From an optimization exercise on the open Yosys and OpenROAD flow, aimed at small area and few clock cycles; shortcuts taken in it are not production practice. At most, simulation tests tie the RTL to the original design; equivalence was not proved. Power and IR drop assume default switching activity.

run 1:
## dmem
module dmem #(
    parameter int lsq_size = 8
) (
    input  logic                               clock,
    input  logic                               reset,
    input  logic                               except,
    input  logic                               ld_en,
    input  logic [1:0]                         ld_size,
    input  logic [dmem_pkg::rob_w-1:0]         ld_rob_idx,
    input  logic [dmem_pkg::prf_w-1:0]         ld_prf_idx,
    input  logic                               st_en,
    input  logic [1:0]                         st_size,
    input  logic [31:0]                        st_data,
    input  logic [dmem_pkg::rob_w-1:0]         st_rob_idx,
    input  logic                               commit,
    input  logic                               alu_is_valid,
    input  logic [dmem_pkg::rob_w-1:0]         alu_rob_idx,
    input  logic [31:0]                        alu_data,
    input  logic [3:0]                         mem2proc_response,  
    input  logic [63:0]                        mem2proc_data,
    input  logic [3:0]                         mem2proc_tag,
    output logic [$clog2(lsq_size):0]          lsq_num_free,
    output logic                               cdb_valid_out,
    output logic [31:0]                        cdb_data_out,
    output logic [dmem_pkg::prf_w-1:0]         cdb_prf_idx_out,
    output logic [dmem_pkg::rob_w-1:0]         cdb_rob_idx_out,
    output logic [1:0]                         dmem_command,
    output logic [15:0]                        dmem_addr,
    output logic [1:0]                         dmem_size,
    output logic [63:0]                        dmem_data
);
export LEC_CHECK = 0
export CAP_MARGIN = 20
export CORE_MARGIN = 2
export CORE_UTILIZATION = 40
export CTS_CLUSTER_DIAMETER = 100
export CTS_CLUSTER_SIZE = 20
export SLEW_MARGIN = 20
create_clock -name core_clock -period 10.0 [get_ports {clock}]
standard.sh (not shown) runs the stock make flow with config.mk's settings and CLKGATE_MAP_FILE= SYNTH_SCRIPT=/design/flow/synth_recipe.tcl, a recipe that flattens the netlist after the stock synthesis.
==> flow/flow/run.sh <==
#!/bin/bash
# The standard layout, with the smallest buffer on every port instead of the
# resizer's default pick. Each tool's output stays in the logs ORFS writes
# under orfs/logs/; make's own output goes to flow_make.log.
set -euo pipefail
export BUFFER_PORTS_ARGS="-buffer_cell sky130_fd_sc_hd__buf_1"
bash standard.sh > flow_make.log 2>&1
Edits applied to the flow inputs when going from run 1 to run 2:
-- flow/design.v --
<<< run 1, line 260
                e_size[e]  <= ld_en ? ld_size : st_size;
                e_rob[e]   <= ld_en ? ld_rob_idx : st_rob_idx;
                e_pay[e]   <= ld_en ? {26'h0, ld_prf_idx} : st_data;
                e_older[e] <= e_valid & e_st & ~written;
            end
>>> run 2, line 260
                e_size[e]  <= ld_en ? ld_size : st_size;
                e_rob[e]   <= ld_en ? ld_rob_idx : st_rob_idx;
                e_pay[e]   <= {st_data[31:6], ld_en ? ld_prf_idx : st_data[5:0]};
                e_older[e] <= e_valid & e_st & ~written;
            end
==> comparison <==
Run 2: all stages complete, timing, DRC and antenna checks passed
Re count of inverters other than clock inverters in the layout: run 2 is 12 down on run 1.
Compared with run 1, run 2 shows a lower setup slack after layout.
Going from run 1 to run 2, iteration-0 DRC count of the detailed router shows an increase of 45; static power due to leakage shows a reduction of about 3%; hold slack shows no meaningful change; count of fill cells added during filler insertion shows a reduction of about 3%; layout-stage area growth over the synthesis result shows an increase of 0.67 points.
In run 2, core utilization is higher than in run 1.
Against run 1 as the reference, run 2 delivers a lower area used by multi-input combinational logic.
Per the comparison of run 2 with run 1, clock share of power rose by 0.2 points, global-route usage held, total instance count after detailed placement fell about 1.8%, total design power went down, final-layout non-clock buffer area share rose by 0.34 points.
Testbench counts of run 2, summed over its fixed seeds: cycles 47,076.
The RTL of run 1 was laid out without a check of its function.

== old ==
The RTL this note starts from:
==> flow/design.v <==
`default_nettype none
package dmem_pkg;
    localparam int rob_w       = 5;
    localparam int prf_w       = 6;
    localparam int cache_lines = 32;  
    localparam logic [1:0] bus_none  = 2'h0;
    localparam logic [1:0] bus_load  = 2'h1;  
    localparam logic [1:0] bus_store = 2'h2;
    localparam logic [1:0] size_byte   = 2'h0;
    localparam logic [1:0] size_half   = 2'h1;
    localparam logic [1:0] size_word   = 2'h2;
    localparam logic [1:0] size_double = 2'h3;
    typedef union packed {
        logic [15:0] word;
        struct packed {
            logic [7:0] tag;
            logic [4:0] index;
            logic [2:0] offset;
        } fields;
    } dmem_addr_t;
    function automatic logic [31:0] load_align(
        input logic [63:0] blk,
        input logic [2:0]  offset,
        input logic [1:0]  size
    );
        logic [63:0] sh;
        sh = blk >> {offset, 3'b000};
        case (size)
            size_byte: load_align = {24'h0, sh[7:0]};
            size_half: load_align = {16'h0, sh[15:0]};
            default:   load_align = sh[31:0];  
        endcase
    endfunction
    function automatic logic [31:0] load_align_nat(
        input logic [63:0] blk,
        input logic [2:0]  offset,
        input logic [1:0]  size
    );
        logic [7:0]  b0;
        logic [7:0]  b1;
        logic [15:0] hi;
        b0 = blk[{offset, 3'b000} +: 8];
        b1 = blk[{offset[2:1], 4'b1000} +: 8];
        hi = offset[2] ? blk[63:48] : blk[31:16];
        load_align_nat = {size[1] ? hi : 16'h0, size != size_byte ? b1 : 8'h0, b0};
    endfunction
endpackage
`default_nettype wire
`timescale 1ns/1ps
`default_nettype none
module lsq #(
    parameter int n  = 2,
    parameter int nf = 3
) (
    input  logic                               clock,
    input  logic                               reset,
    input  logic                               except,
    input  logic                               ld_en,
    input  logic [1:0]                         ld_size,
    input  logic [dmem_pkg::rob_w-1:0]         ld_rob_idx,
    input  logic [dmem_pkg::prf_w-1:0]         ld_prf_idx,
    input  logic                               st_en,
    input  logic [1:0]                         st_size,
    input  logic [31:0]                        st_data,
    input  logic [dmem_pkg::rob_w-1:0]         st_rob_idx,
    input  logic                               commit,
    input  logic                               alu_is_valid,
    input  logic [dmem_pkg::rob_w-1:0]         alu_rob_idx,
    input  logic [31:0]                        alu_data,
    input  logic [3:0]                         mem2proc_response,
    input  logic [63:0]                        mem2proc_data,
    input  logic [3:0]                         mem2proc_tag,
    output logic                               can_take,
    output logic                               cdb_valid_out,
    output logic [31:0]                        cdb_data_out,
    output logic [dmem_pkg::prf_w-1:0]         cdb_prf_idx_out,
    output logic [dmem_pkg::rob_w-1:0]         cdb_rob_idx_out,
    output logic [1:0]                         dmem_command,
    output logic [15:0]                        dmem_addr,
    output logic [1:0]                         dmem_size,
    output logic [63:0]                        dmem_data
);
    localparam int cw = $clog2(n + 1);
    logic [n-1:0]               e_valid;
    logic [n-1:0]               e_st;      
    logic [n-1:0]               e_ak;      
    logic [15:0]                e_addr  [n];
    logic [1:0]                 e_size  [n];
    logic [dmem_pkg::rob_w-1:0] e_rob   [n];
    logic [31:0]                e_pay   [n];  
    logic [n-1:0]               e_older [n];
    logic [cw-1:0]              credits;      
    logic [nf-1:0]              f_valid;
    logic [3:0]                 f_tag   [nf];
    logic [2:0]                 f_off   [nf];
    logic [1:0]                 f_size  [nf];
    logic [dmem_pkg::rob_w-1:0] f_rob   [nf];
    logic [dmem_pkg::prf_w-1:0] f_prf   [nf];
    logic [n-1:0] older_m [n];
    always_comb begin
        for (int e = 0; e < n; e++) older_m[e] = e_older[e] & ~(n'(1) << e);
    end
    logic flush;
    assign flush = reset || except;
    logic [n-1:0] amatch;    
    logic [n-1:0] same_blk;  
    logic         a_st;      
    logic [n-1:0] a_row;     
    always_comb begin
        a_st  = 1'b0;
        a_row = '0;
        for (int e = 0; e < n; e++) begin
            amatch[e]   = alu_is_valid && e_valid[e] && !e_ak[e] && e_rob[e] == alu_rob_idx;
            same_blk[e] = e_addr[e][15:3] == alu_data[15:3];
            if (amatch[e]) begin
                a_st  = a_st | e_st[e];
                a_row = a_row | older_m[e];
            end
        end
        a_row = a_row & (~e_ak | same_blk);
    end
    logic [nf-1:0] hit;
    logic [2:0]    r_off;
    logic [1:0]    r_size;
    always_comb begin
        r_off           = '0;
        r_size          = '0;
        cdb_prf_idx_out = '0;
        cdb_rob_idx_out = '0;
        for (int f = 0; f < nf; f++) begin
            hit[f] = f_valid[f] && f_tag[f] == mem2proc_tag;
            if (hit[f]) begin
                r_off           = r_off | f_off[f];
                r_size          = r_size | f_size[f];
                cdb_prf_idx_out = cdb_prf_idx_out | f_prf[f];
                cdb_rob_idx_out = cdb_rob_idx_out | f_rob[f];
            end
        end
    end
    assign cdb_valid_out = |hit;
    assign cdb_data_out  = dmem_pkg::load_align_nat(mem2proc_data, r_off, r_size);
    logic [n-1:0]  l_ready;
    logic [n-1:0]  ld_pick;
    logic [n-1:0]  st_head;
    logic [nf-1:0] f_free1;   
    logic          f_room;
    logic          ld_go;
    logic          byp_ok;
    logic          byp_go;
    logic          st_want;
    logic          st_go;
    logic [n-1:0]  bus_sel;
    logic          accepted;
    logic [n-1:0]  written;
    logic [n-1:0]  sent;      
    logic [nf-1:0] f_alloc;
    always_comb begin
        ld_pick = '0;
        for (int e = 0; e < n; e++) begin
            l_ready[e] = e_valid[e] && !e_st[e] && e_ak[e] && older_m[e] == '0;
            st_head[e] = e_valid[e] && e_st[e] && older_m[e] == '0;
        end
        for (int e = n - 1; e >= 0; e--) begin
            if (l_ready[e]) ld_pick = n'(1) << e;
        end
        f_free1 = '0;
        for (int f = nf - 1; f >= 0; f--) begin
            if (!f_valid[f] || hit[f]) f_free1 = nf'(1) << f;
        end
    end
    assign f_room  = !(&(f_valid & ~hit));
    assign ld_go   = |l_ready && f_room;
    assign byp_ok  = |amatch && !a_st && a_row == '0 && f_room;
    assign st_want = |st_head && (credits != '0 || commit);
    assign st_go   = st_want && !ld_go && !byp_ok;
    assign byp_go  = byp_ok && !ld_go && !st_go;
    assign bus_sel = st_go ? st_head : ld_pick;
    always_comb begin
        dmem_addr = '0;
        dmem_size = '0;
        dmem_data = '0;
        for (int e = 0; e < n; e++) begin
            if (bus_sel[e]) begin
                dmem_addr = dmem_addr | e_addr[e];
                dmem_size = dmem_size | e_size[e];
            end
            if (st_head[e]) dmem_data[31:0] = dmem_data[31:0] | e_pay[e];
        end
        if (byp_go) dmem_addr = alu_data[15:0];
    end
    assign dmem_command = st_go ? dmem_pkg::bus_store :
                          (ld_go || byp_go) ? dmem_pkg::bus_load : dmem_pkg::bus_none;
    assign accepted = mem2proc_response != 4'h0;
    assign written  = (st_go && accepted) ? st_head : '0;
    assign sent     = !accepted ? '0 : ld_go ? ld_pick : byp_go ? amatch : '0;
    assign f_alloc  = (|sent) ? f_free1 : '0;
    logic [2:0]                 m_off;
    logic [1:0]                 m_size;
    logic [dmem_pkg::rob_w-1:0] m_rob;
    logic [dmem_pkg::prf_w-1:0] m_prf;
    always_comb begin
        m_size = '0;
        m_rob  = '0;
        m_prf  = '0;
        for (int e = 0; e < n; e++) begin
            if (sent[e]) begin
                m_size = m_size | e_size[e];
                m_rob  = m_rob | e_rob[e];
                m_prf  = m_prf | e_pay[e][5:0];
            end
        end
        m_off = dmem_addr[2:0];
    end
    logic [n-1:0] alloc;
    logic [n-1:0] valid_nx;
    always_comb begin
        alloc = '0;
        for (int e = n - 1; e >= 0; e--) begin
            if (!e_valid[e]) alloc = n'(1) << e;
        end
        if (!(ld_en || st_en)) alloc = '0;
        valid_nx = (e_valid | alloc) & ~(written | sent);
    end
    always_ff @(posedge clock) begin
        if (flush) begin
            e_valid  <= '0;
            f_valid  <= '0;
            credits  <= '0;
            can_take <= 1'b1;
        end else begin
            e_valid  <= valid_nx;
            f_valid  <= (f_valid & ~hit) | f_alloc;   
            credits  <= credits + cw'(commit) - cw'(|written);
            can_take <= !(&valid_nx);
        end
    end
    always_ff @(posedge clock) begin
        for (int f = 0; f < nf; f++) begin
            if (f_alloc[f]) begin
                f_tag[f]  <= mem2proc_response;
                f_off[f]  <= m_off;
                f_size[f] <= m_size;
                f_rob[f]  <= m_rob;
                f_prf[f]  <= m_prf;
            end
        end
        for (int e = 0; e < n; e++) begin
            e_older[e] <= older_m[e] & ~written;
            if (amatch[e]) begin
                e_ak[e]   <= 1'b1;
                e_addr[e] <= alu_data[15:0];
                if (!e_st[e]) e_older[e] <= a_row & ~written;
            end
            if (a_st && !e_st[e] && e_ak[e]) begin
                e_older[e] <= older_m[e] & ~written & ~(amatch & ~{n{same_blk[e]}});
            end
            if (alloc[e]) begin
                e_st[e]    <= st_en;
                e_ak[e]    <= 1'b0;
                e_size[e]  <= ld_en ? ld_size : st_size;
                e_rob[e]   <= ld_en ? ld_rob_idx : st_rob_idx;
                e_pay[e]   <= {st_data[31:6], ld_en ? ld_prf_idx : st_data[5:0]};
                e_older[e] <= e_valid & e_st & ~written;
            end
        end
    end
endmodule
`default_nettype wire
`timescale 1ns/1ps
`default_nettype none
module dmem #(
    parameter int lsq_size = 8
) (
    input  logic                               clock,
    input  logic                               reset,
    input  logic                               except,
    input  logic                               ld_en,
    input  logic [1:0]                         ld_size,
    input  logic [dmem_pkg::rob_w-1:0]         ld_rob_idx,
    input  logic [dmem_pkg::prf_w-1:0]         ld_prf_idx,
    input  logic                               st_en,
    input  logic [1:0]                         st_size,
    input  logic [31:0]                        st_data,
    input  logic [dmem_pkg::rob_w-1:0]         st_rob_idx,
    input  logic                               commit,
    input  logic                               alu_is_valid,
    input  logic [dmem_pkg::rob_w-1:0]         alu_rob_idx,
    input  logic [31:0]                        alu_data,
    input  logic [3:0]                         mem2proc_response,  
    input  logic [63:0]                        mem2proc_data,
    input  logic [3:0]                         mem2proc_tag,
    output logic [$clog2(lsq_size):0]          lsq_num_free,
    output logic                               cdb_valid_out,
    output logic [31:0]                        cdb_data_out,
    output logic [dmem_pkg::prf_w-1:0]         cdb_prf_idx_out,
    output logic [dmem_pkg::rob_w-1:0]         cdb_rob_idx_out,
    output logic [1:0]                         dmem_command,
    output logic [15:0]                        dmem_addr,
    output logic [1:0]                         dmem_size,
    output logic [63:0]                        dmem_data
);
    logic can_take;
    lsq lsq_inst (
        .clock, .reset, .except,
        .ld_en, .ld_size, .ld_rob_idx, .ld_prf_idx,
        .st_en, .st_size, .st_data, .st_rob_idx,
        .commit,
        .alu_is_valid, .alu_rob_idx, .alu_data,
        .mem2proc_response, .mem2proc_data, .mem2proc_tag,
        .can_take,
        .cdb_valid_out, .cdb_data_out, .cdb_prf_idx_out, .cdb_rob_idx_out,
        .dmem_command, .dmem_addr, .dmem_size, .dmem_data
    );
    assign lsq_num_free = {{$clog2(lsq_size){1'b0}}, can_take};
endmodule
`default_nettype wire
export LEC_CHECK = 0
export CAP_MARGIN = 0
export CORE_MARGIN = 2
export CORE_UTILIZATION = 40
export CTS_CLUSTER_DIAMETER = 100
export CTS_CLUSTER_SIZE = 25
export SLEW_MARGIN = 0
create_clock -name core_clock -period 10.0 [get_ports {clock}]
Scripts as last shown in full above: flow/flow/run.sh
## Diff of input files: new against old
--- a/flow/design.v
+++ b/flow/design.v
@@ -51,5 +51,5 @@
 module lsq #(
     parameter int n  = 2,
-    parameter int nf = 3
+    parameter int nf = 2
 ) (
     input  logic                               clock,
--- outcome ---
- old | stages: all done | timing, DRC, antenna: all pass
- Having completed the whole flow, new delivered a layout that passed the timing, DRC and antenna checks.
- Non-clock buffer count shrinks slightly when moving from old to new.
- new against old: adder-cell share of the synthesized area about even, filler cell count in the final layout fell about 10%, smallest setup slack after layout rose 0.28 ns, data arrival time at the worst-slack endpoint fell 0.28 ns, non-clock inverter total of the final layout fell 11.
- Diff old -> new | number of placement rows | decrease of 3
Testbench counts of new, summed over its fixed seeds: cycles 62,774.
The RTL of old was laid out without a check of its function.

-- separate check: timing with driven ports --
The results above use ideal ports. As a check the final layouts listed here were re-extracted and re-timed, cells and wires unchanged. Step 1 assumes that a clkbuf_16 drives the clock port and a buf_2 every other input. Step 2 also shifts input and output timing later by t, the mid clock arrival at the registers, as if the neighbouring blocks saw the same clock. a / b / c = ideal ports / drivers / drivers and shift; a / b = the first two.
run | t, ns | setup WS [ns] | worst setup path at the end
run 1 | 0.538 | 2.038 / 2.016 / 2.016 | input to output
run 2 | 0.526 | 1.824 / 1.797 / 1.797 | input to output
old | 0.463 | 2.519 / 2.479 / 2.479 | input to output
new | 0.466 | 2.803 / 2.769 / 2.769 | input to output
After both steps setup and hold are still met in every run listed. The setup slack of old, which loses most, moves by -0.040 ns with the drivers and by -0.040 ns with both steps.
